This is an optimization exercise on Yosys and OpenROAD, whose aim is small area, a short achievable clock period and few clock cycles per item, not a production implementation.
RTL that was checked went through simulation tests only; none was proved equivalent to the original.
The RTL of run 1 was laid out without a check of its function.
Power figures rest on the tool's default switching activity, not on a simulated workload.

<file path="flow/config.mk">
export PLATFORM = sky130hd
export DESIGN_NAME = morton_palette_unswizzle
export DESIGN_NICKNAME = morton_palette_unswizzle
export VERILOG_FILES = /design/flow/design.v
export SDC_FILE = /design/flow/constraint.sdc
export NUM_CORES = 4
export LEC_CHECK = 0
export CAP_MARGIN = 20
export CORE_MARGIN = 2
export CORE_UTILIZATION = 55
export CTS_CLUSTER_DIAMETER = 60
export CTS_CLUSTER_SIZE = 30
export SETUP_SLACK_MARGIN = 2.3
export SLEW_MARGIN = 20
export SYNTH_MEMORY_MAX_BITS = 16384
export TNS_END_PERCENT = 10
</file>
<file path="flow/design.v">
package mpu_pkg;
  localparam int MAX_SIDE_LOG2_DEF   = 10;
  localparam int PALETTE_ENTRIES_DEF = 256;
  localparam int MIN_SIDE_LOG2       = 3;
  localparam int SIDE_W   = 4;
  localparam int SLOT_W   = 8;
  localparam int RGBA_W   = 32;
  localparam int ADDR_W   = 20;
  localparam int CFG_IDX_W = 1;
  localparam logic [CFG_IDX_W-1:0] CFG_WIDTH_LOG2  = 1'b0;
  localparam logic [CFG_IDX_W-1:0] CFG_HEIGHT_LOG2 = 1'b1;
  localparam logic CMD_LOAD  = 1'b0;
  localparam logic CMD_PIXEL = 1'b1;
  typedef struct packed {
    logic              cmd;
    logic [SLOT_W-1:0] entry_slot;
    logic [RGBA_W-1:0] entry_rgba;
    logic [SLOT_W-1:0] pixel_index;
  } in_item_t;
  typedef struct packed {
    logic [ADDR_W-1:0] dest_address;
    logic [RGBA_W-1:0] colour;
    logic              last_pixel;
  } out_item_t;
  typedef struct packed {
    logic [SIDE_W-1:0] wl;
    logic [SIDE_W-1:0] hl;
  } geom_t;
endpackage
module mpu_ram #(
  parameter int WIDTH    = 32,
  parameter int RING_LEN = 16,
  parameter int WBUF     = 11
) (
  input  logic             clk,
  input  logic             acc,        
  input  logic             acc_load,   
  input  logic [7:0]       acc_key,    
  input  logic [WIDTH-1:0] acc_wdata,
  output logic [WIDTH-1:0] rdata,      
  output logic             wbuf_ok
);
  localparam int LW     = $clog2(RING_LEN);
  localparam int GROUPS = 256 / RING_LEN;
  localparam int GW     = 8 - LW;
  localparam int QUADS  = 4;                
  localparam int QW     = 2;
  localparam int GPQ    = GROUPS / QUADS;   
  logic [LW-1:0] rot;
  logic [LW-1:0] rot_next;
  assign rot_next = rot + LW'(1);
  always_ff @(posedge clk) begin
    rot <= rot_next;
  end
  logic                          s1_load;
  logic [7:0]                    s1_key;
  logic [WIDTH-1:0]              s1_wdata;
  logic [QUADS-1:0][RING_LEN-1:0] s1_phot;   
  logic [GPQ-1:0]                s1_gsel;   
  logic [LW-1:0]                 rd_pos;
  assign rd_pos = acc_key[LW-1:0] + rot_next;
  always_ff @(posedge clk) begin
    s1_load  <= acc && acc_load;
    s1_key   <= acc_key;
    s1_wdata <= acc_wdata;
    for (int q = 0; q < QUADS; q++) begin
      for (int p = 0; p < RING_LEN; p++) begin
        s1_phot[q][p] <= (rd_pos == LW'(p)) && (acc_key[7:8-QW] == QW'(q));
      end
    end
    for (int g = 0; g < GPQ; g++) begin
      s1_gsel[g] <= (acc_key[7-QW:LW] == (GW-QW)'(g));
    end
  end
  logic [WBUF-1:0]             wb_valid;
  logic [WBUF-1:0][7:0]        wb_slot;
  logic [WBUF-1:0][WIDTH-1:0]  wb_data;
  logic [WBUF-1:0]  key_hit;      
  logic             any_hit;
  logic [WBUF-1:0]  app_sel;      
  logic [WBUF-1:0]  first_free;
  logic [WBUF-1:0]  alloc;
  logic [WBUF-1:0]  wr_hit;
  logic [WBUF-1:0]  keep;
  logic [WBUF-1:0]  wb_valid_next;
  logic [WBUF-1:0][7:0] wb_slot_next;
  logic [WBUF-1:0]  at_station_next;
  logic [WBUF-1:0]  app_sel_next;
  assign any_hit = |key_hit;
  logic found_free;
  always_comb begin
    found_free = 1'b0;
    for (int e = 0; e < WBUF; e++) begin
      first_free[e] = !wb_valid[e] && !found_free;
      found_free    = found_free || !wb_valid[e];
    end
  end
  always_comb begin
    for (int e = 0; e < WBUF; e++) begin
      alloc[e]         = s1_load && !any_hit && first_free[e];
      wr_hit[e]        = s1_load && key_hit[e];
      keep[e]          = wb_valid[e] && (!app_sel[e] || wr_hit[e]);
      wb_valid_next[e] = keep[e] || alloc[e];
      wb_slot_next[e]  = alloc[e] ? s1_key : wb_slot[e];
    end
  end
  logic found_app;
  always_comb begin
    found_app = 1'b0;
    for (int e = 0; e < WBUF; e++) begin
      at_station_next[e] = wb_valid_next[e] && (wb_slot_next[e][LW-1:0] == ~rot_next);
      app_sel_next[e]    = at_station_next[e] && !found_app;
      found_app          = found_app || at_station_next[e];
    end
  end
  logic [WIDTH-1:0]  st_data;    
  logic [GROUPS-1:0] st_en;
  logic [WIDTH-1:0]  st_data_next;
  logic [GROUPS-1:0] st_en_next;
  always_comb begin
    st_data_next = '0;
    st_en_next   = '0;
    for (int e = 0; e < WBUF; e++) begin
      if (app_sel_next[e]) begin
        st_data_next = st_data_next | (wr_hit[e] || alloc[e] ? s1_wdata : wb_data[e]);
      end
      for (int g = 0; g < GROUPS; g++) begin
        if (app_sel_next[e] && wb_slot_next[e][7:LW] == GW'(g)) begin
          st_en_next[g] = 1'b1;
        end
      end
    end
  end
  always_ff @(posedge clk) begin
    wb_valid <= wb_valid_next;
    app_sel  <= app_sel_next;
    st_data  <= st_data_next;
    st_en    <= st_en_next;
    for (int e = 0; e < WBUF; e++) begin
      if (alloc[e]) begin
        wb_slot[e] <= s1_key;
      end
      if (alloc[e] || wr_hit[e]) begin
        wb_data[e] <= s1_wdata;
      end
      key_hit[e] <= wb_valid_next[e] && (wb_slot_next[e] == acc_key);
    end
  end
  logic [3:0] free_atl;   
  logic [2:0] free_th;
  always_comb begin
    free_th = '0;
    for (int e = 0; e < WBUF; e++) begin
      if (!wb_valid[e]) begin
        free_th = {free_th[1:0], 1'b1};
      end
    end
    free_atl = {free_th, 1'b1};
  end
  assign wbuf_ok = s1_load ? (acc_load ? free_atl[3] : free_atl[2])
                           : (acc_load ? free_atl[2] : free_atl[1]);
  logic [GROUPS-1:0][RING_LEN-1:0][WIDTH-1:0] ring;
  always_ff @(posedge clk) begin
    for (int g = 0; g < GROUPS; g++) begin
      for (int p = 1; p < RING_LEN; p++) begin
        ring[g][p] <= ring[g][p-1];
      end
      ring[g][0] <= st_en[g] ? st_data : ring[g][RING_LEN-1];
    end
  end
  logic [GROUPS-1:0][WIDTH-1:0] ring_word;
  logic [WIDTH-1:0]             ring_rd;
  logic [WIDTH-1:0]             wb_rd;
  always_comb begin
    for (int g = 0; g < GROUPS; g++) begin
      ring_word[g] = '0;
      for (int p = 0; p < RING_LEN; p++) begin
        ring_word[g] = ring_word[g] | (ring[g][p] & {WIDTH{s1_phot[g / GPQ][p]}});
      end
    end
    ring_rd = '0;
    for (int g = 0; g < GROUPS; g++) begin
      ring_rd = ring_rd | (ring_word[g] & {WIDTH{s1_gsel[g % GPQ]}});
    end
    wb_rd = '0;
    for (int e = 0; e < WBUF; e++) begin
      wb_rd = wb_rd | (wb_data[e] & {WIDTH{key_hit[e]}});
    end
    rdata = any_hit ? wb_rd : ring_rd;
  end
endmodule
import mpu_pkg::*;
module mpu_addr_gen
#(
  parameter int MAX_SIDE_LOG2 = MAX_SIDE_LOG2_DEF
) (
  input  logic              clk,
  input  logic              rst,
  input  mpu_pkg::geom_t    geom,        
  input  mpu_pkg::geom_t    geom_next,   
  input  logic              step,
  output logic [ADDR_W-1:0] dest_address,
  output logic              last_pixel
);
  localparam int CNT_W = 2 * MAX_SIDE_LOG2;
  logic [SIDE_W-1:0] bl;
  logic [SIDE_W:0]   wl_bl;
  logic [SIDE_W:0]   wl_hl;
  logic [CNT_W-1:0]  mask;
  logic [SIDE_W-1:0] bl_d;
  logic [CNT_W:0]    mask_full_d;
  assign bl_d        = (geom_next.wl > geom_next.hl) ? geom_next.hl : geom_next.wl;
  assign mask_full_d = ((CNT_W+1)'(1) << ({1'b0, geom_next.wl} + {1'b0, geom_next.hl})) - (CNT_W+1)'(1);
  always_ff @(posedge clk) begin
    if (rst) begin
      bl    <= SIDE_W'(MIN_SIDE_LOG2);
      wl_bl <= (SIDE_W+1)'(2 * MIN_SIDE_LOG2);
      wl_hl <= (SIDE_W+1)'(2 * MIN_SIDE_LOG2);
      mask  <= CNT_W'((1 << (2 * MIN_SIDE_LOG2)) - 1);
    end else begin
      bl    <= bl_d;
      wl_bl <= {1'b0, geom_next.wl} + {1'b0, bl_d};
      wl_hl <= {1'b0, geom_next.wl} + {1'b0, geom_next.hl};
      mask  <= mask_full_d[CNT_W-1:0];
    end
  end
  function automatic logic [ADDR_W-1:0] zaddr(input logic [CNT_W-1:0] c,
                                               input logic [SIDE_W-1:0] wl,
                                               input logic [SIDE_W-1:0] hl,
                                               input logic [SIDE_W-1:0] b,
                                               input logic [SIDE_W:0]   wb,
                                               input logic [SIDE_W:0]   wh);
    logic [ADDR_W-1:0] even_bits;
    logic [ADDR_W-1:0] odd_bits;
    logic [ADDR_W-1:0] odd_up;
    logic [ADDR_W-1:0] cnt_down;
    logic [ADDR_W-1:0] a;
    even_bits = '0;
    odd_bits  = '0;
    for (int i = 0; i < MAX_SIDE_LOG2; i++) begin
      even_bits[i] = c[2*i];
      odd_bits[i]  = c[2*i+1];
    end
    odd_up   = odd_bits << wl;
    cnt_down = ADDR_W'(c >> hl);
    for (int k = 0; k < ADDR_W; k++) begin
      if (k < int'(b)) begin
        a[k] = even_bits[k];
      end else if (k < int'(wl)) begin
        a[k] = cnt_down[k];
      end else if (k < int'(wb)) begin
        a[k] = odd_up[k];
      end else if (k < int'(wh)) begin
        a[k] = c[k];
      end else begin
        a[k] = 1'b0;
      end
    end
    zaddr = a;
  endfunction
  logic [CNT_W-1:0]  cnt0;    
  logic [CNT_W-1:0]  cnt1;    
  logic [CNT_W-1:0]  cnt2;    
  logic [ADDR_W-1:0] addr1;
  logic              last1;
  logic [CNT_W-1:0]  m0;
  logic              m0_last;
  logic              m0_last_m1;
  logic              c2_last;
  assign m0         = cnt0 & mask;
  assign m0_last    = m0 == mask;
  assign m0_last_m1 = m0 == (mask ^ CNT_W'(1));
  assign c2_last    = cnt2 == mask;
  always_ff @(posedge clk) begin
    if (rst) begin
      cnt0         <= CNT_W'(0);
      cnt1         <= CNT_W'(1);
      cnt2         <= CNT_W'(2);
      dest_address <= ADDR_W'(0);
      addr1        <= ADDR_W'(1);
      last_pixel   <= 1'b0;
      last1        <= 1'b0;
    end else if (step) begin
      cnt0         <= cnt1;
      cnt1         <= cnt2;
      cnt2         <= c2_last ? '0 : cnt2 + CNT_W'(1);
      dest_address <= addr1;
      addr1        <= zaddr(cnt2, geom.wl, geom.hl, bl, wl_bl, wl_hl);
      last_pixel   <= last1;
      last1        <= c2_last;
    end else begin
      cnt1         <= m0_last ? '0 : m0 + CNT_W'(1);
      cnt2         <= m0_last ? CNT_W'(1) : (m0_last_m1 ? '0 : m0 + CNT_W'(2));
      dest_address <= zaddr(cnt0, geom.wl, geom.hl, bl, wl_bl, wl_hl);
      addr1        <= zaddr(cnt1, geom.wl, geom.hl, bl, wl_bl, wl_hl);
      last_pixel   <= m0_last;
      last1        <= cnt1 == mask;
    end
  end
endmodule
import mpu_pkg::*;
module morton_palette_unswizzle
#(
  parameter int MAX_SIDE_LOG2   = MAX_SIDE_LOG2_DEF,
  parameter int PALETTE_ENTRIES = PALETTE_ENTRIES_DEF
) (
  input  logic                 clk,
  input  logic                 rst,
  input  logic                 in_valid,
  output logic                 in_ready,
  input  mpu_pkg::in_item_t             in_data,
  output logic                 out_valid,
  input  logic                 out_ready,
  output mpu_pkg::out_item_t            out_data,
  input  logic                 cfg_we,
  input  logic [CFG_IDX_W-1:0] cfg_index,
  input  logic [SIDE_W-1:0]    cfg_data
);
  localparam int QDEPTH = 3;
  logic [SIDE_W-1:0] width_log2;
  logic [SIDE_W-1:0] height_log2;
  logic [SIDE_W-1:0] cfg_clamped;
  mpu_pkg::geom_t    geom;
  mpu_pkg::geom_t    geom_next;
  logic              in_fire;
  logic              pixel_fire;
  logic              load_fire;
  logic [SLOT_W-1:0] key;
  logic [RGBA_W-1:0] pal_rdata;
  logic              wbuf_ok;
  logic              s1_pixel;
  logic              push;
  logic              pop;
  logic [1:0]        q_cnt;
  logic [1:0]        q_cnt_next;
  logic [1:0]        q_wr;
  logic [QDEPTH-1:0][RGBA_W-1:0] q_data;
  always_comb begin
    cfg_clamped = cfg_data;
    if (cfg_data < SIDE_W'(MIN_SIDE_LOG2)) begin
      cfg_clamped = SIDE_W'(MIN_SIDE_LOG2);
    end else if (cfg_data > SIDE_W'(MAX_SIDE_LOG2)) begin
      cfg_clamped = SIDE_W'(MAX_SIDE_LOG2);
    end
  end
  always_comb begin
    geom_next.wl = width_log2;
    geom_next.hl = height_log2;
    if (rst) begin
      geom_next.wl = SIDE_W'(MIN_SIDE_LOG2);
      geom_next.hl = SIDE_W'(MIN_SIDE_LOG2);
    end else if (cfg_we) begin
      case (cfg_index)
        CFG_WIDTH_LOG2: begin
          geom_next.wl = cfg_clamped;
        end
        CFG_HEIGHT_LOG2: begin
          geom_next.hl = cfg_clamped;
        end
        default: begin
        end
      endcase
    end
  end
  always_ff @(posedge clk) begin
    width_log2  <= geom_next.wl;
    height_log2 <= geom_next.hl;
  end
  assign geom.wl = width_log2;
  assign geom.hl = height_log2;
  assign in_fire    = in_valid && in_ready && !rst;
  assign pixel_fire = in_fire && (in_data.cmd == CMD_PIXEL);
  assign load_fire  = in_fire && (in_data.cmd == CMD_LOAD);
  assign key        = (in_data.cmd == CMD_PIXEL) ? in_data.pixel_index : in_data.entry_slot;
  mpu_ram #(
    .WIDTH   (RGBA_W),
    .RING_LEN(16),
    .WBUF    (10)
  ) u_palette (
    .clk      (clk),
    .acc      (in_fire),
    .acc_load (load_fire),
    .acc_key  (key),
    .acc_wdata(in_data.entry_rgba),
    .rdata    (pal_rdata),
    .wbuf_ok  (wbuf_ok)
  );
  always_ff @(posedge clk) begin
    s1_pixel <= pixel_fire;
  end
  assign push       = s1_pixel && !rst;
  assign pop        = out_valid && out_ready;
  assign q_wr       = q_cnt - {1'b0, pop};
  assign q_cnt_next = q_cnt + {1'b0, push} - {1'b0, pop};
  always_ff @(posedge clk) begin
    if (rst) begin
      q_cnt     <= '0;
      out_valid <= 1'b0;
      in_ready  <= 1'b0;
    end else begin
      q_cnt     <= q_cnt_next;
      out_valid <= q_cnt_next != 2'd0;
      in_ready  <= wbuf_ok && ({1'b0, q_cnt_next} + {2'b0, pixel_fire} <= 3'(QDEPTH - 1));
    end
  end
  always_ff @(posedge clk) begin
    for (int i = 0; i < QDEPTH; i++) begin
      if (push && q_wr == 2'(i)) begin
        q_data[i] <= pal_rdata;
      end else if (pop && i < QDEPTH - 1) begin
        q_data[i] <= q_data[i+1];
      end
    end
  end
  assign out_data.colour = q_data[0];
  mpu_addr_gen #(
    .MAX_SIDE_LOG2(MAX_SIDE_LOG2)
  ) u_addr_gen (
    .clk         (clk),
    .rst         (rst),
    .geom        (geom),
    .geom_next   (geom_next),
    .step        (pop),
    .dest_address(out_data.dest_address),
    .last_pixel  (out_data.last_pixel)
  );
endmodule
</file>
<file path="flow/constraint.sdc">
create_clock -name core_clock -period 5.5 [get_ports {clk}]
set_input_delay 1.1000 -clock core_clock [delete_from_list [all_inputs] [get_ports {clk}]]
set_output_delay 1.1000 -clock core_clock [all_outputs]
set_load 0.01 [all_outputs]
</file>
<file path="flow/run.sh">
#!/bin/bash
# synth_recipe.tcl (not shown) runs the flow's synth.tcl, then flattens the netlist and writes it again
# the make line also repeats each setting of config.mk as NAME=value (left out here)
make -C /OpenROAD-flow-scripts/flow DESIGN_CONFIG=/design/flow/config.mk WORK_HOME=/design/flow/orfs CLKGATE_MAP_FILE= SYNTH_SCRIPT=/design/flow/synth_recipe.tcl finish
</file>
==> results.txt, run 1 <==
* DRT antenna net count at 0
* Die X at 687 um
* Post-synth EDFFs at 96
* Top-area cell type share of the netlist area at about 70%
* Crit. End Element: flip-flop
* Clock-pin transition on the worst setup and hold timing paths at 0.11 ns
* Ys async rst share at 0%
* Number of distinct library cells after synthesis at slightly below 90
* Startpoint types: flip-flop
* Worst Path Required at 6.33 ns
* Avg Synthesized Cell Area at 13.4 sq um
* RSZ-0062 raised after global routing: yes
* Share of post-route cells with drive strength above 1 at 17.0%
* Cell Area, Synth at between 200000 and 300000 sq um
* Crit-path most repeated cell: buf_4
* Sequential element share of the synthesized area at 70.8%
* Initial Utilization at between 50% and 60%
* Root Buffer: clkbuf_16
* Worst Path Buf+Inv at 4
* Slew HR at around a tenth
* Die area at roughly 470000 sq um
* Register bit total from synthesis at between 9000 and 10000
* Worst slew pin tran at between 1 and 1.5 ns
* Placed Area at 266000 sq um
* Total global-route track usage at between 40% and 50%
* Max Fclk at 252 MHz
* Status: finished clean
* Nets at just under 20000
* CP max stage cell: or4_1
* Post-Synthesis Cells at 19100
* Design area at between 200000 and 300000 sq um
* PortBufs at roughly 110
* Final Wtd Congestion at 0.957
* Critical-path maximum fanout at 30
* Detailed Routing Iterations Pass 1 at 9
* Largest cells by area after synthesis: dfxtp_1, a221oi_1, a22o_1
* Post-synth top cells: dfxtp_1, a221oi_1, a22o_1
* Worst-path cell chain: buf_12, buf_4, a22o_1, a221oi_1, nand4_1, or4_1, a22oi_1, buf_4, a31oi_1, buf_4, mux2_2
* Leakage at approximately 0.11 uW
* WL/cell at 42.6 um
* Pwr dens at 407 nW/um^2
* Delay-heaviest family, CP: buffers and inverters
* H-tree levels at 6
* Vias in the first global route at 174000
* Final worst-path cycle share at between 70% and 80%
* Clock Skews at 0.0599 ns
* Worst path arrival time at around 4.8 ns
* Synth Warn # at 4
* Count leader, synth: dfxtp_1
* Sink Count at 9028
* Post-synth net total at approximately 19000
* Max Buffers Root-to-Sink at 4
* DRT iter0 DRCs at approximately 30000
* Max incr delay on CP at 0.60 ns
* Worst skew pair latency at around 1.1 ns
* Global-route wire length before repair at approximately 1500000 um
* Via count at 185000
* Post-CTS Hold Buffers at 0
* Worst Hold Class: reg -> reg
* Ys flop type: dfxtp_1
* Filler cell count at approximately 35000
* Worst IR drop on VDD at between 0.3 and 0.4 mV
* Max-Cap Viols at 0
* Via density at between 7 and 8
* Layout area overhead at 14.1%
* Post-synth top area cell: dfxtp_1
* Floorplan Core Area at about 460000 sq um
* IO Count at around 110
* Detailed placement HPWL at roughly 630000 um
* CTS buffer count at approximately 540
* Die Ht at roughly 690 um
* Routed Wire Length at between 1000000 and 1500000 um
* Largest net degree at the start of global routing at 96
* Setup-failing EPs final at 0
* Initial antenna violation count at 82
* WS Path Type: reg -> reg
* Final min period at roughly 4 ns
* DRC at 0
* CTS tree: built
* Grt ovf at 0
* Number of placement rows at 250
* Total negative slack at 0 ns
* Fin. Hold Viols at 0
* Fin. max-slew vios at 0
-- worst reg2reg max path, cell delays in order, from the launching register on --
cell and delay, ns:
dfxtp_4 0.44, buf_12 0.24, buf_4 0.50, a22o_1 0.31, a221oi_1 0.21, nand4_1 0.11
or4_1 0.60, a22oi_1 0.32, buf_4 0.28, a31oi_1 0.16, buf_4 0.24, mux2_2 0.28
-- timing repair --
item                                    CTS  global route
endpoints found under the setup margin  322           324
gates cloned                             12            12
pin swaps                                91            74
buffers inserted                        217           174
resized for setup                       249           277
-- area by class of cell --
type	count	area (sq um)	area share [%]
diodes	48	120	0.0411
clock buffers	636	14800	5.06
clock inverters	343	4440	1.52
inverters	120	488	0.167
multi-input cells	8536	70500	24.1
flip-flops and latches	9028	182000	62.2
well taps	6174	7720	2.64
repair buffers	1146	12400	4.25
-- where the power goes --
group	internal (uW)	switching, uW
Combinational	1750	3520
Clock	22600	24100
Sequential	66100	1010
-- cells in the final DEF, fill, tap and decap left out, types with 64 or more instances in the layout --
master	netlist	routed
inv_1	111	103
mux2i_1	128	110
nand3_1	122	117
buf_4	35	693
nand2_1	452	438
buf_6	3	105
xnor2_1	171	166
o21ai_0	154	147
a221oi_1	2151	2120
a21oi_1	204	184
dfxtp_1	8932	8820
mux2_2	930	930
dfxtp_4	0	90
a31oi_1	86	64
edfxtp_1	96	96
clkdlybuf4s50_1	0	106
a22oi_1	246	214
nor3_1	87	76
a22o_1	2089	2089
buf_12	0	170
clkbuf_16	0	578
or4_1	137	127
nor2_1	378	361
nand4_1	575	575
-- routing by layer --
metal	vias up	GRT usage, %	routed length, um
met5	-	0.0612	610
met4	76	27.0	80500
met3	3437	12.0	143000
met2	14900	64.8	460000
met1	93400	59.6	425000
li1	73000	-	-
-- cell families (layout without fill, tap and decap cells) --
family / after synthesis / count (layout) / share of synthesized area [%]
AO/OA/AOI/OAI: 5194 / 5194 / 16.9
multiplexers: 1094 / 1094 / 4.90
other: 0 / 48 / 0
XOR/XNOR: 222 / 222 / 0.773
adder cells (fa/ha/maj): 28 / 28 / 0.145
AND/OR/NAND/NOR: 1997 / 1998 / 4.11
flip-flops: 9028 / 9028 / 70.8
buffers and inverters: 1536 / 2245 / 2.32
-- metrics by stage --
| stage | utilization [%] | std cells | setup slack, ns | total power [uW] | hold WS [ns] |
|---|---|---|---|---|---|
| finish | 63.1 | 26000 | 1.53 | 119000 | 0.296 |
| global route | 63.1 | 26000 | 1.63 | 121000 | 0.303 |
| CTS | 62.4 | 25800 | 1.72 | 118000 | 0.292 |
| detailed placement | 57.4 | 24600 | 0.456 | 72800 | 0.335 |
| global placement | 57.4 | 24600 | 0.318 | 72800 | 0.332 |
| floorplan | - | 19100 | 1.59 | 70300 | 0.331 |
-- registers in the layout (all words and copies together) (netlist names), 5 cells and up --
register / count
u_addr_gen.wl_hl: 5
u_palette.s1_phot: 64
u_addr_gen.dest_address: 20
u_addr_gen.cnt0: 20
u_palette.wb_slot: 80
u_palette.st_data: 32
u_palette.app_sel: 10
u_addr_gen.addr1: 20
q_data: 96
u_addr_gen.wl_bl: 5
u_addr_gen.cnt1: 20
u_palette.s1_wdata: 32
u_palette.st_en: 16
u_addr_gen.mask: 20
u_palette.wb_data: 320
u_palette.key_hit: 10
u_addr_gen.cnt2: 20
u_palette.ring: 8192
u_palette.wb_valid: 10
u_palette.s1_key: 8
-- path summary, 6_finish.rpt --
check                                              startpoint                            to  slack [ns]  depth (start not counted)
worst max-delay path            u_palette.s1_phot[11]$_DFF_P_          q_data[14]$_DFFE_PP_        1.53                         11
worst min-delay path             u_palette.ring[3709]$_DFF_P_  u_palette.ring[3741]$_DFF_P_        0.30                          0
worst max register to register  u_palette.s1_phot[11]$_DFF_P_          q_data[14]$_DFFE_PP_        1.53                         11
worst min register to register   u_palette.ring[3709]$_DFF_P_  u_palette.ring[3741]$_DFF_P_        0.30                          0
==> run 2, diff against run 1 <==
--- a/flow/design.v
+++ b/flow/design.v
@@ -35,7 +35,9 @@
   input  logic             clk,
   input  logic             acc,        
   input  logic             acc_load,   
-  input  logic [7:0]       acc_key,    
+  input  logic             acc_pixel,  
+  input  logic [7:0]       acc_slot,   
+  input  logic [7:0]       acc_index,  
   input  logic [WIDTH-1:0] acc_wdata,
   output logic [WIDTH-1:0] rdata,      
   output logic             wbuf_ok
@@ -58,24 +60,25 @@
   logic [QUADS-1:0][RING_LEN-1:0] s1_phot;   
   logic [GPQ-1:0]                s1_gsel;   
   logic [LW-1:0]                 rd_pos;
-  assign rd_pos = acc_key[LW-1:0] + rot_next;
+  assign rd_pos = acc_index[LW-1:0] + rot_next;
   always_ff @(posedge clk) begin
     s1_load  <= acc && acc_load;
-    s1_key   <= acc_key;
+    s1_key   <= acc_slot;
     s1_wdata <= acc_wdata;
     for (int q = 0; q < QUADS; q++) begin
       for (int p = 0; p < RING_LEN; p++) begin
-        s1_phot[q][p] <= (rd_pos == LW'(p)) && (acc_key[7:8-QW] == QW'(q));
+        s1_phot[q][p] <= (rd_pos == LW'(p)) && (acc_index[7:8-QW] == QW'(q));
       end
     end
     for (int g = 0; g < GPQ; g++) begin
-      s1_gsel[g] <= (acc_key[7-QW:LW] == (GW-QW)'(g));
+      s1_gsel[g] <= (acc_index[7-QW:LW] == (GW-QW)'(g)) && !(|key_hit_next);
     end
   end
   logic [WBUF-1:0]             wb_valid;
   logic [WBUF-1:0][7:0]        wb_slot;
   logic [WBUF-1:0][WIDTH-1:0]  wb_data;
   logic [WBUF-1:0]  key_hit;      
+  logic [WBUF-1:0]  key_hit_next;
   logic             any_hit;
   logic [WBUF-1:0]  app_sel;      
   logic [WBUF-1:0]  first_free;
@@ -83,7 +86,6 @@
   logic [WBUF-1:0]  wr_hit;
   logic [WBUF-1:0]  keep;
   logic [WBUF-1:0]  wb_valid_next;
-  logic [WBUF-1:0][7:0] wb_slot_next;
   logic [WBUF-1:0]  at_station_next;
   logic [WBUF-1:0]  app_sel_next;
   assign any_hit = |key_hit;
@@ -101,14 +103,13 @@
       wr_hit[e]        = s1_load && key_hit[e];
       keep[e]          = wb_valid[e] && (!app_sel[e] || wr_hit[e]);
       wb_valid_next[e] = keep[e] || alloc[e];
-      wb_slot_next[e]  = alloc[e] ? s1_key : wb_slot[e];
     end
   end
   logic found_app;
   always_comb begin
     found_app = 1'b0;
     for (int e = 0; e < WBUF; e++) begin
-      at_station_next[e] = wb_valid_next[e] && (wb_slot_next[e][LW-1:0] == ~rot_next);
+      at_station_next[e] = keep[e] && (wb_slot[e][LW-1:0] == ~rot_next);
       app_sel_next[e]    = at_station_next[e] && !found_app;
       found_app          = found_app || at_station_next[e];
     end
@@ -122,10 +123,10 @@
     st_en_next   = '0;
     for (int e = 0; e < WBUF; e++) begin
       if (app_sel_next[e]) begin
-        st_data_next = st_data_next | (wr_hit[e] || alloc[e] ? s1_wdata : wb_data[e]);
+        st_data_next = st_data_next | (wr_hit[e] ? s1_wdata : wb_data[e]);
       end
       for (int g = 0; g < GROUPS; g++) begin
-        if (app_sel_next[e] && wb_slot_next[e][7:LW] == GW'(g)) begin
+        if (app_sel_next[e] && wb_slot[e][7:LW] == GW'(g)) begin
           st_en_next[g] = 1'b1;
         end
       end
@@ -143,7 +144,23 @@
       if (alloc[e] || wr_hit[e]) begin
         wb_data[e] <= s1_wdata;
       end
-      key_hit[e] <= wb_valid_next[e] && (wb_slot_next[e] == acc_key);
+    end
+    key_hit <= key_hit_next;
+  end
+  logic [WBUF-1:0] eq_slot;
+  logic [WBUF-1:0] eq_index;
+  logic            s1_eq_slot;
+  logic            s1_eq_index;
+  always_comb begin
+    for (int e = 0; e < WBUF; e++) begin
+      eq_slot[e]  = wb_slot[e] == acc_slot;
+      eq_index[e] = wb_slot[e] == acc_index;
+    end
+    s1_eq_slot  = s1_key == acc_slot;
+    s1_eq_index = s1_key == acc_index;
+    for (int e = 0; e < WBUF; e++) begin
+      key_hit_next[e] = (keep[e]  && (acc_pixel ? eq_index[e] : eq_slot[e])) ||
+                        (alloc[e] && (acc_pixel ? s1_eq_index : s1_eq_slot));
     end
   end
   logic [3:0] free_atl;   
@@ -186,7 +203,7 @@
     for (int e = 0; e < WBUF; e++) begin
       wb_rd = wb_rd | (wb_data[e] & {WIDTH{key_hit[e]}});
     end
-    rdata = any_hit ? wb_rd : ring_rd;
+    rdata = ring_rd | wb_rd;
   end
 endmodule
 import mpu_pkg::*;
@@ -208,9 +225,13 @@
   logic [SIDE_W:0]   wl_hl;
   logic [CNT_W-1:0]  mask;
   logic [SIDE_W-1:0] bl_d;
-  logic [CNT_W:0]    mask_full_d;
+  logic [CNT_W-1:0]  mask_d;
   assign bl_d        = (geom_next.wl > geom_next.hl) ? geom_next.hl : geom_next.wl;
-  assign mask_full_d = ((CNT_W+1)'(1) << ({1'b0, geom_next.wl} + {1'b0, geom_next.hl})) - (CNT_W+1)'(1);
+  always_comb begin
+    for (int k = 0; k < CNT_W; k++) begin
+      mask_d[k] = (SIDE_W+1)'(k) < ({1'b0, geom_next.wl} + {1'b0, geom_next.hl});
+    end
+  end
   always_ff @(posedge clk) begin
     if (rst) begin
       bl    <= SIDE_W'(MIN_SIDE_LOG2);
@@ -221,7 +242,7 @@
       bl    <= bl_d;
       wl_bl <= {1'b0, geom_next.wl} + {1'b0, bl_d};
       wl_hl <= {1'b0, geom_next.wl} + {1'b0, geom_next.hl};
-      mask  <= mask_full_d[CNT_W-1:0];
+      mask  <= mask_d;
     end
   end
   function automatic logic [ADDR_W-1:0] zaddr(input logic [CNT_W-1:0] c,
@@ -316,41 +337,50 @@
   input  logic [CFG_IDX_W-1:0] cfg_index,
   input  logic [SIDE_W-1:0]    cfg_data
 );
-  localparam int QDEPTH = 3;
+  localparam int QDEPTH = 4;
   logic [SIDE_W-1:0] width_log2;
   logic [SIDE_W-1:0] height_log2;
   logic [SIDE_W-1:0] cfg_clamped;
+  logic              cfg_we_q;
+  logic [CFG_IDX_W-1:0] cfg_index_q;
+  logic [SIDE_W-1:0] cfg_data_q;
   mpu_pkg::geom_t    geom;
   mpu_pkg::geom_t    geom_next;
   logic              in_fire;
   logic              pixel_fire;
   logic              load_fire;
-  logic [SLOT_W-1:0] key;
   logic [RGBA_W-1:0] pal_rdata;
   logic              wbuf_ok;
   logic              s1_pixel;
+  logic              s2_pixel;
+  logic [RGBA_W-1:0] s2_data;
   logic              push;
   logic              pop;
-  logic [1:0]        q_cnt;
-  logic [1:0]        q_cnt_next;
-  logic [1:0]        q_wr;
+  logic [QDEPTH-1:0] q_occ;
+  logic [QDEPTH-1:0] q_occ_next;
+  logic [QDEPTH-1:0] q_push_here;
+  logic [QDEPTH-1:0] q_below;
+  logic [QDEPTH-1:0] q_above;
+  logic              owed_ok;
   logic [QDEPTH-1:0][RGBA_W-1:0] q_data;
+  always_ff @(posedge clk) begin
+    cfg_we_q    <= cfg_we && !rst;
+    cfg_index_q <= cfg_index;
+    cfg_data_q  <= cfg_data;
+  end
   always_comb begin
-    cfg_clamped = cfg_data;
-    if (cfg_data < SIDE_W'(MIN_SIDE_LOG2)) begin
+    cfg_clamped = cfg_data_q;
+    if (cfg_data_q < SIDE_W'(MIN_SIDE_LOG2)) begin
       cfg_clamped = SIDE_W'(MIN_SIDE_LOG2);
-    end else if (cfg_data > SIDE_W'(MAX_SIDE_LOG2)) begin
+    end else if (cfg_data_q > SIDE_W'(MAX_SIDE_LOG2)) begin
       cfg_clamped = SIDE_W'(MAX_SIDE_LOG2);
     end
   end
   always_comb begin
     geom_next.wl = width_log2;
     geom_next.hl = height_log2;
-    if (rst) begin
-      geom_next.wl = SIDE_W'(MIN_SIDE_LOG2);
-      geom_next.hl = SIDE_W'(MIN_SIDE_LOG2);
-    end else if (cfg_we) begin
-      case (cfg_index)
+    if (cfg_we_q) begin
+      case (cfg_index_q)
         CFG_WIDTH_LOG2: begin
           geom_next.wl = cfg_clamped;
         end
@@ -363,15 +393,19 @@
     end
   end
   always_ff @(posedge clk) begin
-    width_log2  <= geom_next.wl;
-    height_log2 <= geom_next.hl;
+    if (rst) begin
+      width_log2  <= SIDE_W'(MIN_SIDE_LOG2);
+      height_log2 <= SIDE_W'(MIN_SIDE_LOG2);
+    end else begin
+      width_log2  <= geom_next.wl;
+      height_log2 <= geom_next.hl;
+    end
   end
   assign geom.wl = width_log2;
   assign geom.hl = height_log2;
   assign in_fire    = in_valid && in_ready && !rst;
   assign pixel_fire = in_fire && (in_data.cmd == CMD_PIXEL);
   assign load_fire  = in_fire && (in_data.cmd == CMD_LOAD);
-  assign key        = (in_data.cmd == CMD_PIXEL) ? in_data.pixel_index : in_data.entry_slot;
   mpu_ram #(
     .WIDTH   (RGBA_W),
     .RING_LEN(16),
@@ -380,35 +414,48 @@
     .clk      (clk),
     .acc      (in_fire),
     .acc_load (load_fire),
-    .acc_key  (key),
+    .acc_pixel(in_data.cmd == CMD_PIXEL),
+    .acc_slot (in_data.entry_slot),
+    .acc_index(in_data.pixel_index),
     .acc_wdata(in_data.entry_rgba),
     .rdata    (pal_rdata),
     .wbuf_ok  (wbuf_ok)
   );
   always_ff @(posedge clk) begin
     s1_pixel <= pixel_fire;
+    s2_pixel <= s1_pixel && !rst;
+    s2_data  <= pal_rdata;
+  end
+  assign push = s2_pixel && !rst;
+  assign pop  = out_valid && out_ready;
+  assign q_below = {q_occ[QDEPTH-2:0], 1'b1};   
+  assign q_above = {1'b0, q_occ[QDEPTH-1:1]};   
+  always_comb begin
+    for (int i = 0; i < QDEPTH; i++) begin
+      q_push_here[i] = push && (pop ? (q_occ[i] && !q_above[i]) : (q_below[i] && !q_occ[i]));
+      q_occ_next[i]  = pop ? (push ? q_occ[i] : q_above[i]) : (push ? q_below[i] : q_occ[i]);
+    end
   end
-  assign push       = s1_pixel && !rst;
-  assign pop        = out_valid && out_ready;
-  assign q_wr       = q_cnt - {1'b0, pop};
-  assign q_cnt_next = q_cnt + {1'b0, push} - {1'b0, pop};
+  assign owed_ok = !q_occ_next[QDEPTH-1] &&
+                   !(q_occ_next[QDEPTH-2] && (s1_pixel || pixel_fire)) &&
+                   !(q_occ_next[QDEPTH-3] && s1_pixel && pixel_fire);
   always_ff @(posedge clk) begin
     if (rst) begin
-      q_cnt     <= '0;
+      q_occ     <= '0;
       out_valid <= 1'b0;
       in_ready  <= 1'b0;
     end else begin
-      q_cnt     <= q_cnt_next;
-      out_valid <= q_cnt_next != 2'd0;
-      in_ready  <= wbuf_ok && ({1'b0, q_cnt_next} + {2'b0, pixel_fire} <= 3'(QDEPTH - 1));
+      q_occ     <= q_occ_next;
+      out_valid <= q_occ_next[0];
+      in_ready  <= wbuf_ok && owed_ok;
     end
   end
   always_ff @(posedge clk) begin
     for (int i = 0; i < QDEPTH; i++) begin
-      if (push && q_wr == 2'(i)) begin
-        q_data[i] <= pal_rdata;
+      if (q_push_here[i]) begin
+        q_data[i] <= s2_data;
       end else if (pop && i < QDEPTH - 1) begin
-        q_data[i] <= q_data[i+1];
+        q_data[i] <= q_data[(i < QDEPTH - 1) ? i+1 : i];
       end
     end
   end
==> run 2 against run 1 <==
- synthesized area increased by 1.6%
- critical path depth shrank 3
- flip-flop and latch count is 71 higher
- global-route usage is 1.2 points higher
- via count up 2.1%
- wire length increased by 6.3%
- clock skew is 0.013 ns lower
- still clean on timing, DRC and antenna
- sequential power barely moved
- design area grew 1.8%
- total power is 2.2% lower
- non-clock buffer count fell by 169
- clock power up 1%
==> results.txt, run 2 <==
* Register bit total from synthesis at ~9000
* WL/cell at between 40 and 50 um
* Post-synth net total at 19000
* Detailed Routing Iterations Pass 1 at 9
* Fin. max-slew vios at 0
* Number of distinct library cells after synthesis at 91
* Nets at roughly 19000
* Layout area overhead at 14.3%
* Biggest register: u_palette.ring
* Setup-failing EPs final at 0
* Final worst-path cycle share at approximately 68%
* Ys async rst share at 0%
* Share of post-route cells with drive strength above 1 at 14.8%
* PortBufs at around 110
* Max-Cap Viols at 0
* Worst IR drop on VDD at 0.380 mV
* Worst hold path depth at 0
* Sink Count at between 9000 and 10000
* DRT iter0 DRCs at 35500
* Max Fclk at roughly 270 MHz
* Cell Area, Synth at about 260000 sq um
* Die X at between 600 and 700 um
* DRT antenna net count at 0
* R2R Setup Slk at around 1.8 ns
* Fin. Hold Viols at 0
* Worst slew pin tran at ~1.3 ns
* DRC at 0
* Count leader, synth: dfxtp_1
* Floorplan Core Area at between 400000 and 500000 sq um
* Final min period at 3.73 ns
* Clock-pin transition on the worst setup and hold timing paths at around 0.10 ns
* Vias in the first global route at ~180k
* Root Buffer: clkbuf_16
* CTS buffer count at approximately 540
* FF-to-FF Start: u_palette.s1_phot[38]$_DFF_P_
* Crit. End Element: flip-flop
* Number of placement rows at about 250
* Via density at around 7.3
* Detailed placement HPWL at around 590000 um
* Max reg flops at between 8000 and 9000
* IO Count at 114
* WS Path Type: reg -> reg
* Delay-heaviest family, CP: compound AO/OA/AOI/OAI gates
* Largest cells by area after synthesis: dfxtp_1, a221oi_1, a22o_1
* Die Ht at slightly below 700 um
* Largest net degree at the start of global routing at 130
* Ys flop type: dfxtp_1
* Post-Synthesis Cells at roughly 19000
* Critical-path maximum fanout at 12
* Initial antenna violation count at between 100 and 150
* Biggest regs: u_palette.ring (8192), u_palette.wb_data (320), q_data (128)
* Design area at just under 300000 sq um
* Core Util, Final at 63.2%
* Pwr dens at a little under 400 nW/um^2
* Worst skew pair latency at between 1 and 1.5 ns
* Sequential element share of the synthesized area at between 70 and 80%
* Worst path arrival time at ~4.7 ns
* Global-route wire length before repair at 1510000 um
* Area of the multi-input gates at approximately 68000 sq um
* CP max stage cell: a222oi_1
* Routed Wire Length at around 1200000 um
* HP Start: u_palette.ring[1959]$_DFF_P_
* Worst Path Buf+Inv at 2
* Critical path depth at 8
* Status: finished clean
* Total negative slack at 0 ns
* Hold EP: u_palette.ring[1991]$_DFF_P_
* Post-synth EDFFs at approximately 530
* Die area at between 400000 and 500000 sq um
* CTS tree: built
* Highest-count cells in the layout ignoring fill and taps: dfxtp_1, a22o_1, a221oi_1
* Post-synth top area cell: dfxtp_1
* Startpoint types: flip-flop
* Synth Warn # at 3
* Most common cell after layout, fill and taps aside: dfxtp_1
* Max Buffers Root-to-Sink at 4
* Cell count of the worst reg-to-reg path at 8
* Worst Path Required at between 6 and 7 ns
* Worst Hold Class: reg -> reg
* H-tree levels at 6
* Top-area cell type share of the netlist area at around 66%
* Avg Synthesized Cell Area at roughly 14 sq um
* Via count at roughly 190k
* Worst-path cell chain: buf_8, buf_16, a22o_1, a221oi_1, nand4_1, or4_1, a222oi_1, nand2_1
* Max incr delay on CP at just over 1 ns
* Leakage at 0.114 uW
* Placed Area at 269000 sq um
* Total global-route track usage at a little under half
* Crit Reg-Reg Endpoint: s2_data[13]$_DFF_P_
* Slew HR at roughly 12%
* Register Area at about 190000 sq um
* Filler cell count at 35300
* Final Wtd Congestion at between 0.9 and 1
* RSZ-0062 raised after global routing: yes
* Grt ovf at 0
* Initial Utilization at a little under three fifths
* Post-synth top cells: dfxtp_1, a221oi_1, a22o_1
* Clock Skews at about 0.047 ns
## run 2: changes by cell type after synthesis, sizes merged, moves of 35 or more
cell    before   now
edfxtp      96   528
dfxtp     8932  8571
mux2       930   626
mux2i      130   358
a22oi      246    58
o21ai      156    53
o22ai       42   133
nor2       378   299
a31oi       86    22
buf        375   436
clkbuf    1041   984
nand2b      13    57
inv        114    79
## run 2: area by class of cell
class	count	area share [%]
clock inverters	361	1.53
clock buffers	638	5.02
flip-flops and latches	9099	63.1
diodes	94	0.0790
inverters	79	0.102
repair buffers	977	4.59
well taps	6223	2.62
multi-input cells	8281	23.0
## run 2: logic make-up after synthesis
logic type               after synthesis  synth area share [%]
XOR/XNOR                             231                 0.814
flip-flops                          9099                  72.0
multiplexers                        1036                  4.53
adder cells (fa/ha/maj)               27                 0.135
buffers and inverters               1499                  2.23
AO/OA/AOI/OAI                       5040                  16.3
AND/OR/NAND/NOR                     1946                  4.00
## run 2: layer usage
| layer | up-vias | track usage (%) | wire (um) |
|---|---|---|---|
| met4 | 96 | 30.1 | 95500 |
| li1 | 72500 | - | - |
| met1 | 94400 | 61.1 | 433000 |
| met2 | 17600 | 64.3 | 474000 |
| met5 | - | 0 | 745 |
| met3 | 4191 | 14.2 | 176000 |
## run 2: report_power, final
| group | total [uW] | leakage [uW] | internal, uW | switching, uW |
|---|---|---|---|---|
| sequential | 67100 | 0.0739 | 66600 | 511 |
| combinational | 2190 | 0.0305 | 596 | 1590 |
| clock | 47300 | 0.00953 | 22700 | 24600 |
## run 2: worst reg2reg max path, cell delays in order, from the launching register on
cell      delay (ns)
dfxtp_4         0.44
buf_8           0.25
buf_16          0.28
a22o_1          0.29
a221oi_1        0.24
nand4_1         0.12
or4_1           0.57
a222oi_1        1.02
nand2_1         0.31
## run 2: repair_timing
action                                  in CTS  in global routing
endpoints found under the setup margin     279                276
hold buffers                                 0                  0
resized for setup                          238                360
hold endpoints to repair                     0                  0
gates cloned                                62                 44
setup buffers                              263                 75
pin swaps                                   38                 48
## run 2: per-stage QoR
| step | hold slack (ns) | power [uW] | std cells | setup WS [ns] |
|---|---|---|---|---|
| 5_1_grt | 0.326 | 119000 | 25700 | 1.90 |
| 6_report | 0.314 | 117000 | 25800 | 1.77 |
| 2_1_floorplan | 0.331 | 69100 | 18900 | 1.66 |
| 4_1_cts | 0.288 | 116000 | 25500 | 2.03 |
| 3_3_place_gp | 0.332 | 70300 | 24200 | 0.814 |
| 3_5_place_dp | 0.336 | 70300 | 24200 | 0.777 |
## run 2: worst max path at each step
stage                                                 to                     startpoint  slack [ns]
after floorplan           u_addr_gen.wl_bl[4]$_SDFF_PP0_       width_log2[1]$_SDFF_PP1_        1.66
after global placement      u_palette.s1_gsel[3]$_DFF_P_                    in_data[48]        0.81
after detailed placement    u_palette.s1_gsel[2]$_DFF_P_                    in_data[48]        0.78
after CTS                            s2_data[13]$_DFF_P_  u_palette.s1_phot[34]$_DFF_P_        2.03
after global routing                 s2_data[13]$_DFF_P_   u_palette.s1_phot[0]$_DFF_P_        1.90
final                                s2_data[13]$_DFF_P_  u_palette.s1_phot[38]$_DFF_P_        1.77
Testbench counts of run 2, summed over its fixed seeds: cycles 128,491, items 128,000.
==> run 3, diff against run 2 <==
--- a/flow/design.v
+++ b/flow/design.v
@@ -88,7 +88,9 @@
   logic [WBUF-1:0]  wb_valid_next;
   logic [WBUF-1:0]  at_station_next;
   logic [WBUF-1:0]  app_sel_next;
-  assign any_hit = |key_hit;
+  always_ff @(posedge clk) begin
+    any_hit <= |key_hit_next;
+  end
   logic found_free;
   always_comb begin
     found_free = 1'b0;
@@ -186,7 +188,8 @@
     end
   end
   logic [GROUPS-1:0][WIDTH-1:0] ring_word;
-  logic [WIDTH-1:0]             ring_rd;
+  logic [QUADS-1:0][WIDTH-1:0]  quad_rd;
+  logic [QUADS-1:0][WIDTH-1:0]  s2_quad;
   logic [WIDTH-1:0]             wb_rd;
   always_comb begin
     for (int g = 0; g < GROUPS; g++) begin
@@ -195,15 +198,25 @@
         ring_word[g] = ring_word[g] | (ring[g][p] & {WIDTH{s1_phot[g / GPQ][p]}});
       end
     end
-    ring_rd = '0;
-    for (int g = 0; g < GROUPS; g++) begin
-      ring_rd = ring_rd | (ring_word[g] & {WIDTH{s1_gsel[g % GPQ]}});
-    end
     wb_rd = '0;
     for (int e = 0; e < WBUF; e++) begin
       wb_rd = wb_rd | (wb_data[e] & {WIDTH{key_hit[e]}});
     end
-    rdata = ring_rd | wb_rd;
+    for (int q = 0; q < QUADS; q++) begin
+      quad_rd[q] = (q == 0) ? wb_rd : '0;
+      for (int g = q * GPQ; g < (q + 1) * GPQ; g++) begin
+        quad_rd[q] = quad_rd[q] | (ring_word[g] & {WIDTH{s1_gsel[g % GPQ]}});
+      end
+    end
+  end
+  always_ff @(posedge clk) begin
+    s2_quad <= quad_rd;
+  end
+  always_comb begin
+    rdata = '0;
+    for (int q = 0; q < QUADS; q++) begin
+      rdata = rdata | s2_quad[q];
+    end
   end
 endmodule
 import mpu_pkg::*;
@@ -343,7 +356,7 @@
   logic [SIDE_W-1:0] cfg_clamped;
   logic              cfg_we_q;
   logic [CFG_IDX_W-1:0] cfg_index_q;
-  logic [SIDE_W-1:0] cfg_data_q;
+  logic [SIDE_W-1:0] cfg_data_q;    
   mpu_pkg::geom_t    geom;
   mpu_pkg::geom_t    geom_next;
   logic              in_fire;
@@ -363,29 +376,29 @@
   logic [QDEPTH-1:0] q_above;
   logic              owed_ok;
   logic [QDEPTH-1:0][RGBA_W-1:0] q_data;
-  always_ff @(posedge clk) begin
-    cfg_we_q    <= cfg_we && !rst;
-    cfg_index_q <= cfg_index;
-    cfg_data_q  <= cfg_data;
-  end
   always_comb begin
-    cfg_clamped = cfg_data_q;
-    if (cfg_data_q < SIDE_W'(MIN_SIDE_LOG2)) begin
+    cfg_clamped = cfg_data;
+    if (cfg_data < SIDE_W'(MIN_SIDE_LOG2)) begin
       cfg_clamped = SIDE_W'(MIN_SIDE_LOG2);
-    end else if (cfg_data_q > SIDE_W'(MAX_SIDE_LOG2)) begin
+    end else if (cfg_data > SIDE_W'(MAX_SIDE_LOG2)) begin
       cfg_clamped = SIDE_W'(MAX_SIDE_LOG2);
     end
   end
+  always_ff @(posedge clk) begin
+    cfg_we_q    <= cfg_we && !rst;
+    cfg_index_q <= cfg_index;
+    cfg_data_q  <= cfg_clamped;
+  end
   always_comb begin
     geom_next.wl = width_log2;
     geom_next.hl = height_log2;
     if (cfg_we_q) begin
       case (cfg_index_q)
         CFG_WIDTH_LOG2: begin
-          geom_next.wl = cfg_clamped;
+          geom_next.wl = cfg_data_q;
         end
         CFG_HEIGHT_LOG2: begin
-          geom_next.hl = cfg_clamped;
+          geom_next.hl = cfg_data_q;
         end
         default: begin
         end
@@ -424,8 +437,8 @@
   always_ff @(posedge clk) begin
     s1_pixel <= pixel_fire;
     s2_pixel <= s1_pixel && !rst;
-    s2_data  <= pal_rdata;
   end
+  assign s2_data = pal_rdata;
   assign push = s2_pixel && !rst;
   assign pop  = out_valid && out_ready;
   assign q_below = {q_occ[QDEPTH-2:0], 1'b1};   
==> flow/flow/run.sh (new file) <==
#!/bin/bash
set -euo pipefail
export BUFFER_PORTS_ARGS="-buffer_cell sky130_fd_sc_hd__buf_2"
export CTS_ARGS="-sink_clustering_enable -repair_clock_nets -sink_clustering_size 30 -sink_clustering_max_diameter 60 -dont_use_dummy_load"
bash standard.sh > standard.log 2>&1
==> flow/standard.sh (new file) <==
#!/bin/bash
# synth_recipe.tcl (not shown) runs the flow's synth.tcl, then flattens the netlist and writes it again
# the make line also repeats each setting of config.mk as NAME=value (left out here)
make -C /OpenROAD-flow-scripts/flow DESIGN_CONFIG=/design/flow/config.mk WORK_HOME=/design/flow/orfs CLKGATE_MAP_FILE= SYNTH_SCRIPT=/design/flow/synth_recipe.tcl "${@:-finish}"
--- a/flow/config.mk
+++ b/flow/config.mk
@@ -10,7 +10,7 @@
 export CORE_UTILIZATION = 55
 export CTS_CLUSTER_DIAMETER = 60
 export CTS_CLUSTER_SIZE = 30
-export SETUP_SLACK_MARGIN = 2.3
+export SETUP_SLACK_MARGIN = 2.4
 export SLEW_MARGIN = 20
 export SYNTH_MEMORY_MAX_BITS = 16384
-export TNS_END_PERCENT = 10
+export TNS_END_PERCENT = 100
removed: flow/run.sh
==> run 3 against run 2 <==
- combinational power shrank about 10%
- total power is 7.2% lower
- worst setup slack better by 0.54 ns
- highest routed layer unchanged
- largest power group unchanged
- non-clock buffer count decreased by 392
- core utilization is 3.2 points lower
- register-to-register slack better by 0.54 ns
- critical path depth decreased by 2
- sequential power up 1%
- clock skew grew 0.042 ns
- global-route usage decreased by 13 points
- maximum frequency rose by 17%
==> results.txt, run 3 <==
* Main combinational cell family by area after synthesis: compound AO/OA/AOI/OAI gates
* Count leader, synth: dfxtp_1
* Floorplan Core Area at 478000 sq um
* Worst IR drop on VDD at ~0.37 mV
* Max Fclk at 313 MHz
* Worst slew pin tran at about 1.3 ns
* DRT iter0 DRCs at just under 20000
* Compound-Gate Fraction of Synth Area at between 10% and 20%
* Die area at slightly below 500000 sq um
* Nets at between 15000 and 20000
* Max Buffers Root-to-Sink at 4
* Simple-gate share of the synthesized area at 4.79%
* Sequential element share of the synthesized area at a little under three quarters
* Number of distinct library cells after synthesis at between 80 and 90
* Worst Hold Class: in -> reg
* Number of placement rows at 254
* Crit. End Element: flip-flop
* Worst Path Buf+Inv at 1
* Highest-count cells in the layout ignoring fill and taps: dfxtp_1, a22oi_1, a221oi_1
* Pwr dens at 377 nW/um^2
* Status: finished clean
* Startpoint types: flip-flop
* Leakage at approximately 0.11 uW
* Via count at roughly 170k
* Largest net degree at the start of global routing at ~110
* IO Count at roughly 110
* Share of post-route cells with drive strength above 1 at a little over a tenth
* Placed insts at between 20000 and 30000
* Clock-pin transition on the worst setup and hold timing paths at around 0.1 ns
* Largest cells by area after synthesis: dfxtp_1, a22oi_1, edfxtp_1
* Detailed Routing Iterations Pass 1 at 8
* Worst-path cell chain: buf_12, a22o_1, a221oi_1, nand4_1, a222oi_1, nand4_1
* Vias in the first global route at 167000
* Die X at ~700 um
* Max incr delay on CP at 1.16 ns
* Core Util, Final at roughly three fifths
* Worst path arrival time at just over 4 ns
* Slew HR at between 10% and 20%
* Max reg flops at roughly 8200
* Biggest register: u_palette.ring
* Post-Synthesis Cells at 20000
* Grt ovf at 0
* Post-synth net total at ~20000
* Initial Utilization at 55.2%
* Root Buffer: clkbuf_16
* Final min period at approximately 3.2 ns
* Synth Area in XOR/XNOR at 0.819%
* Post-synth EDFFs at between 500 and 600
* Total negative slack at 0 ns
* Max-Cap Viols at 0
* Most common cell after layout, fill and taps aside: dfxtp_1
* Final worst-path cycle share at 58.0%
* DRC at 0
* CP max stage cell: a222oi_1
* Routed Wire Length at roughly 840000 um
* Register bit total from synthesis at between 9000 and 10000
* Synth Warn # at 3
* Avg Synthesized Cell Area at ~13 sq um
* Sink Count at around 9200
* Post-synth top area cell: dfxtp_1
* Filler cell count at approximately 38000
* Mux contribution to synthesized area at around 4.1%
* Ys async rst share at 0%
* Final cell count without fillers at 26000
* Cell Area, Synth at about 260000 sq um
* Worst Path Required at around 6.4 ns
* Clock Skews at just under 0.09 ns
* Setup-failing EPs final at 0
* DRT antenna net count at 0
* Global-route wire length before repair at ~1200000 um
* Ys flop type: dfxtp_1
* Layout area overhead at 8.65%
* RSZ-0062 raised after global routing: yes
* PortBufs at about 110
* H-tree levels at 6
* Post-synth top cells: dfxtp_1, a22oi_1, a221oi_1
* Worst skew pair latency at approximately 1.1 ns
* Detailed placement HPWL at 490000 um
* Via density at 6.50
* Fin. Hold Viols at 0
* Fraction of the mapped netlist area in adder cells at 0.126%
* CTS buffer count at about 540
* Crit-path most repeated cell: nand4_1
* Total global-route track usage at roughly a third
* Biggest regs: u_palette.ring (8192), u_palette.wb_data (320)
* CTS tree: built
* Fin. max-slew vios at 0
* WS Path Type: reg -> reg
* WL/cell at between 30 and 40 um
* Initial antenna violation count at 75
* Critical-path maximum fanout at between 40 and 50
* Die Ht at between 600 and 700 um
* Top-area cell type share of the netlist area at 65.8%
* Final Wtd Congestion at roughly 0.98
* Delay-heaviest family, CP: compound AO/OA/AOI/OAI gates
==> run 3: path summary, 6_finish.rpt <==
path | start | to | slack [ns] | cells after the start
setup / recovery | u_palette.s1_phot[6]$_DFF_P_ | u_palette.s2_quad[26]$_DFF_P_ | 2.31 | 6
setup reg to reg | u_palette.s1_phot[6]$_DFF_P_ | u_palette.s2_quad[26]$_DFF_P_ | 2.31 | 6
hold / removal | in_data[28] | u_palette.s1_wdata[20]$_DFF_P_ | 0.09 | 1
hold reg to reg | u_palette.ring[7822]$_DFF_P_ | u_palette.ring[7854]$_DFF_P_ | 0.30 | 0
==> run 3: layer usage <==
metal	track usage [%]	vias to the layer above	wire (um)
met2	51.0	8183	365000
met3	6.06	1789	74200
li1	-	73800	-
met1	46.7	85400	359000
met4	12.9	16	37100
met5	0	-	107
==> run 3: worst register-to-register path: cells and delay by family, from the launching register on <==
kind / cells / cell delay [ns]
flops: 1 / 0.54
simple gates: 2 / 0.35
buf+inv: 1 / 0.30
compound gates: 3 / 1.80
==> run 3: report_power, final <==
group          internal [uW]  switching (uW)  leakage [uW]
Clock                  17600           20800       0.00670
Combinational            497            1470        0.0252
Sequential             67300             564        0.0746
Total                  85400           22800         0.106
==> run 3: cell families after synthesis <==
family,count (synthesis)
DFF,9196
adders and majority gates,25
AOI/OAI and AO/OA,5477
buffers and inverters,1591
xor gates and xnor gates,231
muxes,952
and+or+nand+nor,2488
==> run 3: cell type report <==
class | count | area [sq um] | area share, %
inverter | 113 | 439 | 0.153
sequential | 9196 | 190000 | 66.2
antenna | 23 | 57.6 | 0.0201
timing repair inverter | 1 | 6.26 | 0.00218
multi-input combinational | 9179 | 69100 | 24.1
clock buffer | 544 | 13600 | 4.75
tap | 6400 | 8010 | 2.79
timing repair buffer | 585 | 5550 | 1.94
==> run 3: stage by stage <==
| step | cell area (sq um) | hold slack, ns | power [uW] | worst slack, ns |
|---|---|---|---|---|
| 2_1_floorplan | 264000 | 0.331 | 70000 | 2.31 |
| 3_3_place_gp | 271000 | 0.331 | 71200 | 0.930 |
| 3_5_place_dp | 271000 | 0.335 | 71200 | 0.918 |
| 4_1_cts | 286000 | 0.0279 | 108000 | 2.38 |
| 5_1_grt | 287000 | 0.0662 | 111000 | 2.17 |
| 6_report | 287000 | 0.0915 | 108000 | 2.31 |
==> run 3: what timing repair did <==
action / 4_1_cts / 5_1_grt
hold endpoints to repair: 0 / 0
setup buffers: 42 / 38
hold buffers: 0 / 0
setup endpoints to repair: 423 / 153
resized for setup: 113 / 64
pin swaps: 21 / 19
cloned: 7 / 7
Testbench counts of run 3, summed over its fixed seeds: cycles 128,491, items 128,000.
==> run 4, diff against run 3 <==
--- a/flow/config.mk
+++ b/flow/config.mk
@@ -7,7 +7,7 @@
 export LEC_CHECK = 0
 export CAP_MARGIN = 20
 export CORE_MARGIN = 2
-export CORE_UTILIZATION = 55
+export CORE_UTILIZATION = 62
 export CTS_CLUSTER_DIAMETER = 60
 export CTS_CLUSTER_SIZE = 30
 export SETUP_SLACK_MARGIN = 2.4
==> run 4 against run 3 <==
- hold slack better by 0.032 ns
- critical endpoint is now u_palette.s2_quad[13]$_DFF_P_
- core utilization rose by 7.4 points
- total power decreased by 0.40%
- critical path depth is the same
==> results.txt, run 4 <==
* Top-area cell type share of the netlist area at approximately two thirds
* Post-synth top cells: dfxtp_1, a22oi_1, a221oi_1
* Setup-failing EPs final at 0
* Cell count of the worst reg-to-reg path at 6
* IO Count at between 100 and 150
* Post-Route M1 WL at 343000 um
* Worst hold path depth at 1
* Grt ovf at 0
* Via density at 6.73
* Post-synth net total at around 20000
* Number of distinct library cells after synthesis at a little under 90
* Clock Skews at just under 0.09 ns
* Worst IR drop on VDD at about 0.33 mV
* Floorplan Core Area at roughly 420000 sq um
* Cell Area, Synth at ~260000 sq um
* Total global-route track usage at 36.6%
* Sequential element share of the synthesized area at around 70%
* Largest net degree at the start of global routing at 86
* Worst slew pin tran at about 1.2 ns
* Detailed placement HPWL at about 480000 um
* Synth Warn # at 3
* Post-Synthesis Cells at between 15000 and 20000
* Nets at approximately 20000
* Avg Synthesized Cell Area at 13.2 sq um
* Worst Path Required at 6.20 ns
* Final Wtd Congestion at 0.948
* Max Fclk at between 300 and 400 MHz
* Startpoint types: flip-flop
* Metal2 WL at ~360000 um
* Final min period at between 3 and 4 ns
* Max-Cap Viols at 0
* Worst Hold Class: in -> reg
* Fin. max-slew vios at 0
* DRT iter0 DRCs at about 22000
* Sink Count at between 9000 and 10000
* Biggest regs: u_palette.ring (8192), u_palette.wb_data (320)
* Count leader, synth: dfxtp_1
* Post-synth EDFFs at approximately 530
* Status: finished clean
* Die Ht at 656 um
* Root Buffer: clkbuf_16
* Initial Utilization at 62.2%
* Via count at about 170k
* R2R Setup Slk at 2.26 ns
* H-tree levels at 6
* Hold EP: u_palette.s1_wdata[28]$_DFF_P_
* Most common cell after layout, fill and taps aside: dfxtp_1
* RSZ-0062 raised after global routing: yes
* Ys flop type: dfxtp_1
* Ys async rst share at 0%
* Pwr dens at between 300 and 400 nW/um^2
* Vias in the first global route at ~170k
* CTS buffer count at around 540
* Met3 WL post-DR at 81800 um
* Highest routed layer: met5
* Worst path arrival time at 3.94 ns
* Register bit total from synthesis at 9196
* WL/cell at approximately 32 um
* Final worst-path cycle share at approximately 60%
* Max reg flops at between 8000 and 9000
* Global-route wire length before repair at between 1000000 and 1500000 um
* Die area at 431000 sq um
* WS Path Type: reg -> reg
* Initial antenna violation count at between 70 and 80
* Total negative slack at 0 ns
* Max Buffers Root-to-Sink at 4
* Layout area overhead at 8.25%
* Routed Wire Length at 822000 um
* Leakage at roughly 0.11 uW
* Critical-path maximum fanout at 24
* PortBufs at approximately 110
* DRT antenna net count at 0
* Fin. Hold Viols at 0
* Crit Reg-Reg Endpoint: u_palette.s2_quad[13]$_DFF_P_
* Die X at 656 um
* HP Start: in_data[36]
* FF-to-FF Start: u_palette.s1_phot[2]$_DFF_P_
* Biggest register: u_palette.ring
* Post-synth top area cell: dfxtp_1
* Clock-pin transition on the worst setup and hold timing paths at 0.08 ns
* Highest-count cells in the layout ignoring fill and taps: dfxtp_1, a22oi_1, a221oi_1
* Detailed Routing Iterations Pass 1 at 7
* Core Util, Final at 67.4%
* Filler cell count at ~31000
* CTS tree: built
* DRC at 0
* Worst skew pair latency at ~1.1 ns
* Slew HR at between 10% and 20%
* Number of placement rows at around 240
* Share of post-route cells with drive strength above 1 at 10.6%
* Largest cells by area after synthesis: dfxtp_1, a22oi_1, edfxtp_1
* Crit. End Element: flip-flop
==> run 4: cell counts after synthesis <==
Identical to the previous run, type by type.
==> run 4: repair_timing <==
action                                 4_1_cts  5_1_grt
buffers inserted                            33       75
setup endpoints to repair                  308      128
hold buffers                                 0        0
gates resized for setup                     94       73
pin swaps                                   17       29
gates cloned                                 9        7
endpoints found under the hold margin        0        0
==> run 4: how the worst max path moves through the flow <==
| stage | start | end | slack, ns | depth (start not counted) |
|---|---|---|---|---|
| 3_5_place_dp | u_palette.rot[0]$_DFF_P_ | u_palette.st_en[3]$_SDFF_PP1_ | 0.93 | 11 |
| 5_1_grt | cfg_index_q$_DFF_P_ | u_addr_gen.wl_bl[4]$_SDFF_PP0_ | 2.17 | 14 |
| 2_1_floorplan | height_log2[1]$_SDFF_PP1_ | u_addr_gen.wl_bl[4]$_SDFF_PP0_ | 2.31 | 16 |
| 6_report | u_palette.s1_phot[2]$_DFF_P_ | u_palette.s2_quad[13]$_DFF_P_ | 2.26 | 6 |
| 3_3_place_gp | u_palette.rot[0]$_DFF_P_ | u_palette.st_en[13]$_SDFF_PP1_ | 0.97 | 11 |
| 4_1_cts | height_log2[1]$_SDFF_PP1_ | u_addr_gen.wl_bl[4]$_SDFF_PP0_ | 2.20 | 12 |
==> run 4: layout make-up <==
cell class | instances | area (sq um) | share of cell area, %
inverters | 113 | 440 | 0.154
clock buffers | 539 | 13500 | 4.72
well taps | 5663 | 7090 | 2.48
flip-flops and latches | 9196 | 190000 | 66.5
repair buffers | 597 | 5500 | 1.93
multi-input cells | 9180 | 69100 | 24.2
diodes | 55 | 138 | 0.0482
==> run 4: cells by family (layout without fill, tap and decap cells) <==
| logic type | after synthesis | after routing | share of synthesized area (%) |
|---|---|---|---|
| AOI/OAI and AO/OA | 5477 | 5477 | 16.0 |
| xor gates and xnor gates | 231 | 231 | 0.819 |
| adders and majority gates | 25 | 25 | 0.126 |
| buffers and inverters | 1591 | 1249 | 2.35 |
| DFF | 9196 | 9196 | 71.8 |
| muxes | 952 | 952 | 4.13 |
| other | 0 | 55 | 0 |
| and+or+nand+nor | 2488 | 2495 | 4.79 |
==> run 4: where the power goes <==
part           total (uW)  internal [uW]  switching [uW]
sequential          67900          67300             610
combinational        1870            485            1390
clock               38000          17400           20500
total              108000          85200           22500
==> run 4: critical path: stages (launching register included) <==
cell and delay, ns:
dfxtp_4 0.54, buf_8 0.30, a22o_1 0.24, a221oi_1 0.30, nand4_1 0.16, a222oi_1 0.65
nand4_1 0.66
==> run 4: through the flow <==
| step | cells | power (uW) | cell area, sq um | setup WS, ns | hold WS [ns] |
|---|---|---|---|---|---|
| 4_1_cts | 25200 | 108000 | 284000 | 2.20 | 0.0698 |
| 2_1_floorplan | 20000 | 70000 | 264000 | 2.31 | 0.331 |
| 5_1_grt | 25300 | 110000 | 285000 | 2.17 | 0.0914 |
| 6_report | 25300 | 108000 | 285000 | 2.26 | 0.124 |
| 3_5_place_dp | 24600 | 71100 | 270000 | 0.932 | 0.335 |
| 3_3_place_gp | 24600 | 71100 | 270000 | 0.972 | 0.332 |
==> run 4: layer usage <==
metal,up-vias,track usage (%)
met3,1853,7.67
met4,24,15.3
met5,-,0
met1,85700,51.1
li1,73800,-
met2,9155,55.6

port drivers added, routing unchanged:
The flow's constraints put no driver on any port. The routed layouts listed below were extracted and timed again, unchanged, in two steps. Step 1 assumes that a clkbuf_16 drives the clock port and a buf_2 every other input. Step 2, shift: input delay + t, output delay - t, t = (earliest + latest rising clock arrival at the registers) / 2. This alone moves slack from input paths to output paths. Slacks: ideal / step 1 / step 2; pairs: ideal / step 1.
run	t, ns	setup WS [ns]	worst hold slack (ns)	worst setup path after step 2	worst data-port slew with drivers (ns)
run 1	1.221	1.527 / 1.527 / 0.673	0.296 / 0.276 / 0.296	input to register	0.19
run 2	1.272	1.772 / 1.772 / 1.339	0.314 / 0.222 / 0.314	input to register	0.18
run 3	1.171	2.309 / 2.296 / 1.321	0.092 / 0.014 / 0.298	input to register	0.46
run 4	1.163	2.262 / 2.175 / 1.339	0.124 / 0.023 / 0.285	input to register	0.52
After both steps setup and hold are still met in every run listed. The setup slack of run 3, which loses most, moves by -0.013 ns with the drivers and by -0.988 ns with both steps.
